Context: an optimization exercise on an open-source flow, tuned for small area, a short achievable clock period and few clock cycles. The choices shown serve that exercise and are no tape-out recipe.
At most, simulation tests tie the RTL to the original design; equivalence was not proved.

## job 101
## fp32_mac_core
module fp32_mac_core #(
   parameter logic [31:0] CANON_NAN = 32'h7FC00000
) (
   input  logic        CLK_I,
   input  logic        RSTL_I,
   input  logic        IN_VALID_I,
   input  logic [95:0] IN_DATA_I,
   output logic        IN_READY_O,
   output logic        OUT_VALID_O,
   input  logic        OUT_READY_I,
   output logic [31:0] OUT_DATA_O,
   output logic        OVERRUN_O
);
For scale: ~500 flip-flops, roughly 140 I/O pins.
Settings: LEC_CHECK=0, CAP_MARGIN=20, CORE_MARGIN=2, CORE_UTILIZATION=40, CTS_BUF_LIST=sky130_fd_sc_hd__clkbuf_8, CTS_CLUSTER_DIAMETER=80, CTS_CLUSTER_SIZE=14, SLEW_MARGIN=20; clock period 10.0 ns.
standard.sh (not shown) runs the stock make flow with config.mk's settings and CLKGATE_MAP_FILE= SYNTH_SCRIPT=/design/flow/synth_recipe.tcl, a recipe that flattens the netlist after the stock synthesis.
==> flow/flow/run.sh <==
#!/bin/bash
# The standard layout (standard.sh: the standard synthesis and ORFS flow, unchanged), with
#  - a tighter setup target for the timing repair steps: repair_timing works until the setup
#    slack at the fixed 10 ns clock is at least SETUP_SLACK_MARGIN (flow/margin.txt);
#  - the smallest buffer cell for the port buffers (every port still gets its buffer; repair
#    may resize them).
set -euo pipefail
MARGIN=$(cat flow/margin.txt)
bash standard.sh SETUP_SLACK_MARGIN=$MARGIN "BUFFER_PORTS_ARGS=-buffer_cell sky130_fd_sc_hd__buf_1" finish > standard_flow.log 2>&1
==> flow/flow/margin.txt <==
6.3
Testbench counts of job 101, summed over its fixed seeds: cycles 4,848.
For job 102, these inputs were changed with respect to job 101:
--- a/flow/design.v
+++ b/flow/design.v
@@ -575,20 +575,23 @@
    logic [26:0] add_s;
    logic        add_co;
    logic [27:0] add_sum;
    logic [26:0] pre;
    logic [4:0]  lz;
    ks_add #(27, 5) u_add (.a({lg4, 3'b000}), .b(sm4), .ci(sub4), .s(add_s), .co(add_co));
    assign add_sum = {add_co & ~sub4, add_s};
    lzc32 u_lzc (.x({add_sum[26:0], 5'b10000}), .n(lz));
    logic [4:0]  lzu;
-   assign lzu = add_sum[27] ? 5'd0 : lz;
-   assign pre = add_sum[27] ? {add_sum[27:2], add_sum[1] | add_sum[0]} : add_sum[26:0];
+   logic [26:0] pre_a, pre_b;
+   assign lzu   = add_sum[27] ? 5'd0 : lz;
+   assign pre_a = add_sum[27] ? {add_sum[27:2], add_sum[1] | add_sum[0]} : add_sum[26:0];
+   assign pre_b = lzu[4] ? {pre_a[10:0], 16'd0} : pre_a;
+   assign pre   = lzu[3] ? {pre_b[18:0], 8'd0} : pre_b;
    logic [26:0] pre5;
    logic [4:0]  lz5;
    logic        up5;
    logic [9:0]  e5;
    logic        s5;
    logic [1:0]  kind5;
    logic        ks5;
    always_ff @(posedge CLK_I) begin
       if (en5) begin
@@ -604,36 +607,22 @@
    logic [26:0] norm;
    logic [9:0]  ne;
    logic        ne_co;
    logic [7:0]  ne_p1;
    logic [22:0] rn_r;
    logic        rn_inc, rn_ovf, zero5;
    logic        ge254, ge255, le0, ovr, unr;
    logic [7:0]  rnd_e;
    logic [31:0] res;
-   logic [26:0] win;
-   logic        long_sh;
-   logic [22:0] sh_m;
-   always_comb begin
-      case (lz5[1:0])
-         2'd0:    win = pre5;
-         2'd1:    win = {pre5[25:0], 1'b0};
-         default: win = {pre5[24:0], 2'b00};
-      endcase
-   end
-   assign long_sh = (lz5 > 5'd2);
-   assign norm    = pre5 << lz5;
-   assign sh_m    = norm[25:3];
-   assign rn_inc  = ~long_sh & win[2] & (win[1] | win[0] | win[3]);
-   assign rn_ovf  = rn_inc & (&win[26:3]);
-   logic [22:0] rw_r;
-   inc_pfx #(23, 5) u_rinc (.a(win[25:3]), .ci(rn_inc), .s(rw_r));
-   assign rn_r    = long_sh ? sh_m : rw_r;
+   assign norm   = pre5 << lz5[2:0];
+   assign rn_inc = norm[2] & (norm[1] | norm[0] | norm[3]);
+   assign rn_ovf = rn_inc & (&norm[26:3]);
+   inc_pfx #(23, 5) u_rinc (.a(norm[25:3]), .ci(rn_inc), .s(rn_r));
    assign zero5 = (lz5 == 5'd27);
    ks_add #(10, 4) u_ne (.a(e5), .b(up5 ? 10'd0 : ~{5'd0, lz5}), .ci(1'b1), .s(ne), .co(ne_co));
    assign ne_p1 = ne[7:0] + 8'd1;
    assign ge255 = ~ne[9] & (ne[8] | (&ne[7:0]));
    assign ge254 = ~ne[9] & (ne[8] | (&ne[7:1]));
    assign le0   = ne[9] | (ne == 10'd0);
    assign ovr   = rn_ovf ? ge254 : ge255;
    assign unr   = rn_ovf ? ne[9] : le0;
    assign rnd_e = rn_ovf ? ne_p1 : ne[7:0];
==> comparison <==
The final reports for job 102 and job 101 show actual transition at the worst max-transition pin lower in the former. Comparing job 102 and job 101, the lower total placed instance area was measured on job 102. Per the comparison of job 102 with job 101, die area now sits lower, final wirelength now sits lower, number of diodes now sits higher, multi-input combinational gate total now sits lower, area share of xor/xnor cells in the synthesized design now sits higher. Job 101 vs job 102, slowest library cell on the worst path: a311oi_2 vs o21ai_0. From job 101 to job 102 the numbers moved as follows: global-route wire length before repair now smaller; fraction of the mapped netlist area in compound gates now smaller; first-iteration DRC count now smaller. Between job 102 and job 101, it is job 102 whose fraction of the mapped netlist area in adder cells is higher, by 0.29 points. Between job 102 and job 101, the total stage count of the critical path is lower for job 101.
Only the layout flow was run in job 102; the RTL was not checked for function there.

* * *

## 04-21
Another version of the RTL of fp32_mac_core (not shown whole).
Size in the first run: ~3,700 cells after synthesis.
Settings: LEC_CHECK=0, CAP_MARGIN=20, CORE_MARGIN=2, CORE_UTILIZATION=40, CTS_BUF_LIST=sky130_fd_sc_hd__clkbuf_8, CTS_CLUSTER_DIAMETER=80, CTS_CLUSTER_SIZE=14, SLEW_MARGIN=20; clock period 10.0 ns.
Scripts as last shown in full above: flow/flow/run.sh, flow/flow/margin.txt
04-21 finished every step from synthesis to the final layout, and the layout passed the timing, DRC and antenna checks.
Testbench counts of 04-21, summed over its fixed seeds: cycles 4,848.
Here is what was changed in the inputs of 11-14 compared with 04-21.
--- a/flow/design.v
+++ b/flow/design.v
@@ -434,24 +434,33 @@
    logic [34:0] q;             
    logic        q_co;
    logic        pr_ovf;
    logic [22:0] pr_r;
    logic [23:0] rm;
    ks_add #(35, 6) u_qadd (.a(s2), .b(c2), .ci(cy2), .s(q), .co(q_co));
    logic [23:0] m1, m0;
    logic        inc1, inc0;
    logic [22:0] r1, r0;
    assign m1   = q[34:11];
    assign m0   = q[33:10];
-   assign inc1 = q[10] & ((|q[9:0]) | st2 | m1[0]);
-   assign inc0 = q[9]  & ((|q[8:0]) | st2 | m0[0]);
+   logic [9:0] zd;
+   logic       nz10, nz9;
+   always_comb begin
+      zd[0] = (s2[0] ^ c2[0]) ~^ cy2;
+      for (int i = 1; i < 10; i++)
+         zd[i] = (s2[i] ^ c2[i]) ~^ (s2[i-1] | c2[i-1]);
+   end
+   assign nz10 = ~(&zd[9:0]);    
+   assign nz9  = ~(&zd[8:0]);    
+   assign inc1 = q[10] & (nz10 | st2 | m1[0]);
+   assign inc0 = q[9]  & (nz9  | st2 | m0[0]);
    inc_pfx #(23, 5) u_pinc1 (.a(m1[22:0]), .ci(inc1), .s(r1));
    inc_pfx #(23, 5) u_pinc0 (.a(m0[22:0]), .ci(inc0), .s(r0));
    assign pr_r   = q[34] ? r1 : r0;
    assign pr_ovf = q[34] ? (inc1 & (&m1)) : (inc0 & (&m0));
    assign rm = {1'b1, pr_r};
    logic [4:0] sha, shb;
    logic       dpa, dpb, dza, dzb;
    always_comb begin
       if (q[34]) begin
          sha = sk2[9:5];   dpa = dp2[1]; dza = dz2[1];
          shb = sk2[14:10]; dpb = dp2[2]; dzb = dz2[2];
## What came out
The run showing the smaller via count of the first global-routing pass is 04-21.
The higher register area share after synthesis came out of 04-21.
Cmp 04-21 and 11-14 / shortest clock period the worst path allows after layout / higher: 11-14
04-21 -> 11-14: maximum level of the CTS H-tree delta 0, exact match
11-14 went all the way through the flow, and no timing, DRC or antenna check failed.
Synthesized-area fraction occupied by ao, oa, aoi and oai cells: 11-14 vs 04-21 down 0.79 points
No functional check of the RTL was part of 11-14.

==> static timing again, ports no longer ideal <==
Ports are ideal in the flow. The routed layouts listed here were re-timed in OpenROAD. Step 1, drivers: a clkbuf_16 drives CLK_I and a buf_2 each remaining input, both assumed. Step 2, shift: input delay + t, output delay - t, t = (earliest + latest rising clock arrival at the registers) / 2. This alone moves slack from input paths to output paths. Three values: no drivers, after step 1, after step 2; two values: the first two.
run	t (ns)	setup WS [ns]	worst setup path after step 2
job 101	0.761	6.380 / 6.380 / 6.380	register to register
job 102	0.762	6.289 / 6.289 / 6.063	input to register
04-21	0.774	6.373 / 6.373 / 6.371	input to register
11-14	0.782	6.052 / 6.052 / 6.052	register to register
After both steps every run listed still meets setup and hold. The setup slack of job 102, which loses most, moves by 0.000 ns with the drivers and by -0.226 ns with both steps.
